Context: an optimization exercise on an open-source flow, tuned for small area, a short achievable clock period and few clock cycles per item. The choices shown serve that exercise and are no tape-out recipe.
RTL that was checked went through simulation tests only; none was proved equivalent to the original.

Setup of v6:
## argb_over_blend_unit
module argb_over_blend_unit (
  input  logic                clk,
  input  logic                rst_n,
  input  logic                in_valid,
  output logic                in_stall,
  input  aob_pkg::pix_t       in_fg_argb,
  input  aob_pkg::pix_t       in_bg_argb,
  output logic                out_valid,
  input  logic                out_stall,
  output aob_pkg::pix_t       out_argb
);
  localparam int NV = 7;   
  logic          sv;       
  logic          sv_o;     
  logic          en;       
  logic          ov;       
  logic [NV-1:0] v;
  logic          load_out;
  logic          arrive;
  assign en       = !sv;
  assign in_stall = sv_o;
  function automatic logic [9:0] pp4(input logic [1:0] m, input logic [7:0] y, input logic [9:0] y3);
    case (m)
      2'd0: pp4 = 10'd0;
      2'd1: pp4 = {2'd0, y};
      2'd2: pp4 = {1'b0, y, 1'b0};
      default: pp4 = y3;
    endcase
  endfunction
  function automatic logic [31:0] csa(input logic [15:0] p, input logic [15:0] q, input logic [15:0] r);
    logic [15:0] sm, cy;
    sm = p ^ q ^ r;
    cy = (p & q) | (p & r) | (q & r);
    csa = {cy[14:0], 1'b0, sm};
  endfunction
  ...
Size in the first run: about 4000 cells after synthesis, about 750 flip-flops, ~100 I/O pins, ~47000 um^2 of cells after synthesis.
clock: 6.0 ns
lec_check: 0
cap_margin: 20
core_margin: 2
core_utilization: 60
cts_buf_list: sky130_fd_sc_hd__clkbuf_8
setup_slack_margin: 2.9
slew_margin: 20
run.sh (not shown) runs the stock make flow with config.mk's settings and CLKGATE_MAP_FILE= SYNTH_SCRIPT=/design/flow/synth_recipe.tcl, a recipe that flattens the netlist after the stock synthesis.
v6 finished all stages; the layout is clean.
Here is what was changed in the inputs of v7 compared with v6.
-- flow/design.v --
<<< v6, line 77
  logic [15:0] r1_x;
  logic [7:0]  r1_a;
  logic [23:0] r1_pl, r1_ps, r1_pc;
  logic [2:0]  r1_pk;
  logic [23:0] r1_b;
  logic [2:0]  r1_neg;
>>> v7, line 77
  logic [15:0] r1_x;
  logic [7:0]  r1_a;
  logic [47:0] r1_ps, r1_pc;
  logic [23:0] r1_b;
  logic [2:0]  r1_neg;
<<< v6, line 133
  assign xr_nxt[22 +: 10] = pp4(in_na[7:6], in_ba, m3[9:0]);
  logic [15:0] x_nxt;
  logic [23:0] pl_nxt, ps_nxt, pc_nxt;
  logic [2:0]  pk_nxt;
  assign x_nxt = {5'd0, r0_xr[0 +: 11]} + {2'd0, r0_xr[11 +: 11], 3'd0} + {r0_xr[22 +: 10], 6'd0};
  for (genvar c = 0; c < 3; c++) begin : g_p
>>> v7, line 132
  assign xr_nxt[22 +: 10] = pp4(in_na[7:6], in_ba, m3[9:0]);
  logic [15:0] x_nxt;
  logic [47:0] ps_nxt, pc_nxt;
  assign x_nxt = {5'd0, r0_xr[0 +: 11]} + {2'd0, r0_xr[11 +: 11], 3'd0} + {r0_xr[22 +: 10], 6'd0};
  for (genvar c = 0; c < 3; c++) begin : g_p
<<< v6, line 145
    assign l1 = csa(q0, q1, q2);
    assign l2 = csa(l1[15:0], l1[31:16], q3);
    logic [8:0] lo;
    assign lo = {1'b0, l2[7:0]} + {1'b0, l2[23:16]};
    assign pl_nxt[c*8 +: 8] = lo[7:0];
    assign pk_nxt[c]        = lo[8];
    assign ps_nxt[c*8 +: 8] = l2[15:8];
    assign pc_nxt[c*8 +: 8] = l2[31:24];
  end
  logic [47:0] p_nxt;
  for (genvar c = 0; c < 3; c++) begin : g_pa
    assign p_nxt[c*16 +: 16] = {r1_ps[c*8 +: 8] + r1_pc[c*8 +: 8] + {7'd0, r1_pk[c]}, r1_pl[c*8 +: 8]};
  end
  logic [23:0] y_nxt;
>>> v7, line 143
    assign l1 = csa(q0, q1, q2);
    assign l2 = csa(l1[15:0], l1[31:16], q3);
    assign ps_nxt[c*16 +: 16] = l2[15:0];
    assign pc_nxt[c*16 +: 16] = l2[31:16];
  end
  logic [47:0] p_nxt;
  for (genvar c = 0; c < 3; c++) begin : g_pa
    assign p_nxt[c*16 +: 16] = r1_ps[c*16 +: 16] + r1_pc[c*16 +: 16];
  end
  logic [23:0] y_nxt;
<<< v6, line 214
      r1_x   <= x_nxt;
      r1_a   <= r0_a;
      r1_pl  <= pl_nxt;
      r1_pk  <= pk_nxt;
      r1_ps  <= ps_nxt;
      r1_pc  <= pc_nxt;
>>> v7, line 208
      r1_x   <= x_nxt;
      r1_a   <= r0_a;
      r1_ps  <= ps_nxt;
      r1_pc  <= pc_nxt;
==> comparison <==
Detailed-route wire length on metal 1: v7 and v6 compared, higher one is v6
v7: post-route standard cell area excluding fillers is about 3.4% lower than what v6 reported.
Global-route wire length before repair (v7 over v6): decrease, 7.4%
The run showing the smaller portion of the clock cycle consumed by the worst path in the final layout is v7.
In the tables for v7 and v6, utilization reads lower with v7.
In v7 the maximum frequency turned out about 10% higher than in v6.
Relative to v6, the minimum clock period after layout of v7 is lower by 0.33 ns.
In v7, number of vias in the routed layout is lower than in v6.
As far as number of hold violations in the final report goes, v6 and v7 are indistinguishable; the numbers are identical.
[compare] base=v6 new=v7: count of endpoints failing setup in the final report saw little to no change, final worst-path setup slack saw an increase.
Testbench counts of v7, summed over its fixed seeds: cycles 16,064, items 16,000.
The RTL of v6 was laid out without a check of its function.

-- separate check: timing with driven ports --
The results above use ideal ports. As a check the final layouts listed here were re-extracted and re-timed, cells and wires unchanged. Step 1 sets driving cells, clkbuf_16 on the clock port and buf_2 on the other inputs (assumed; they add their load-dependent delay and slew). Step 2, shift: input delay + t, output delay - t, t = (earliest + latest rising clock arrival at the registers) / 2. This alone moves slack from input paths to output paths. Slacks: ideal ports / drivers / drivers and shift; pairs: ideal ports / drivers.
run	shift t [ns]	setup slack, ns	worst setup path after step 2	latest minus earliest clock arrival (ns)
v6	0.820	2.559 / 2.559 / 2.130	input to register	0.076 / 0.077
v7	0.800	2.887 / 2.887 / 2.182	input to register	0.092 / 0.091
After both steps every run listed still meets setup and hold. For v7, which loses most, drivers alone change the setup slack by 0.000 ns; drivers and shift together by -0.705 ns.
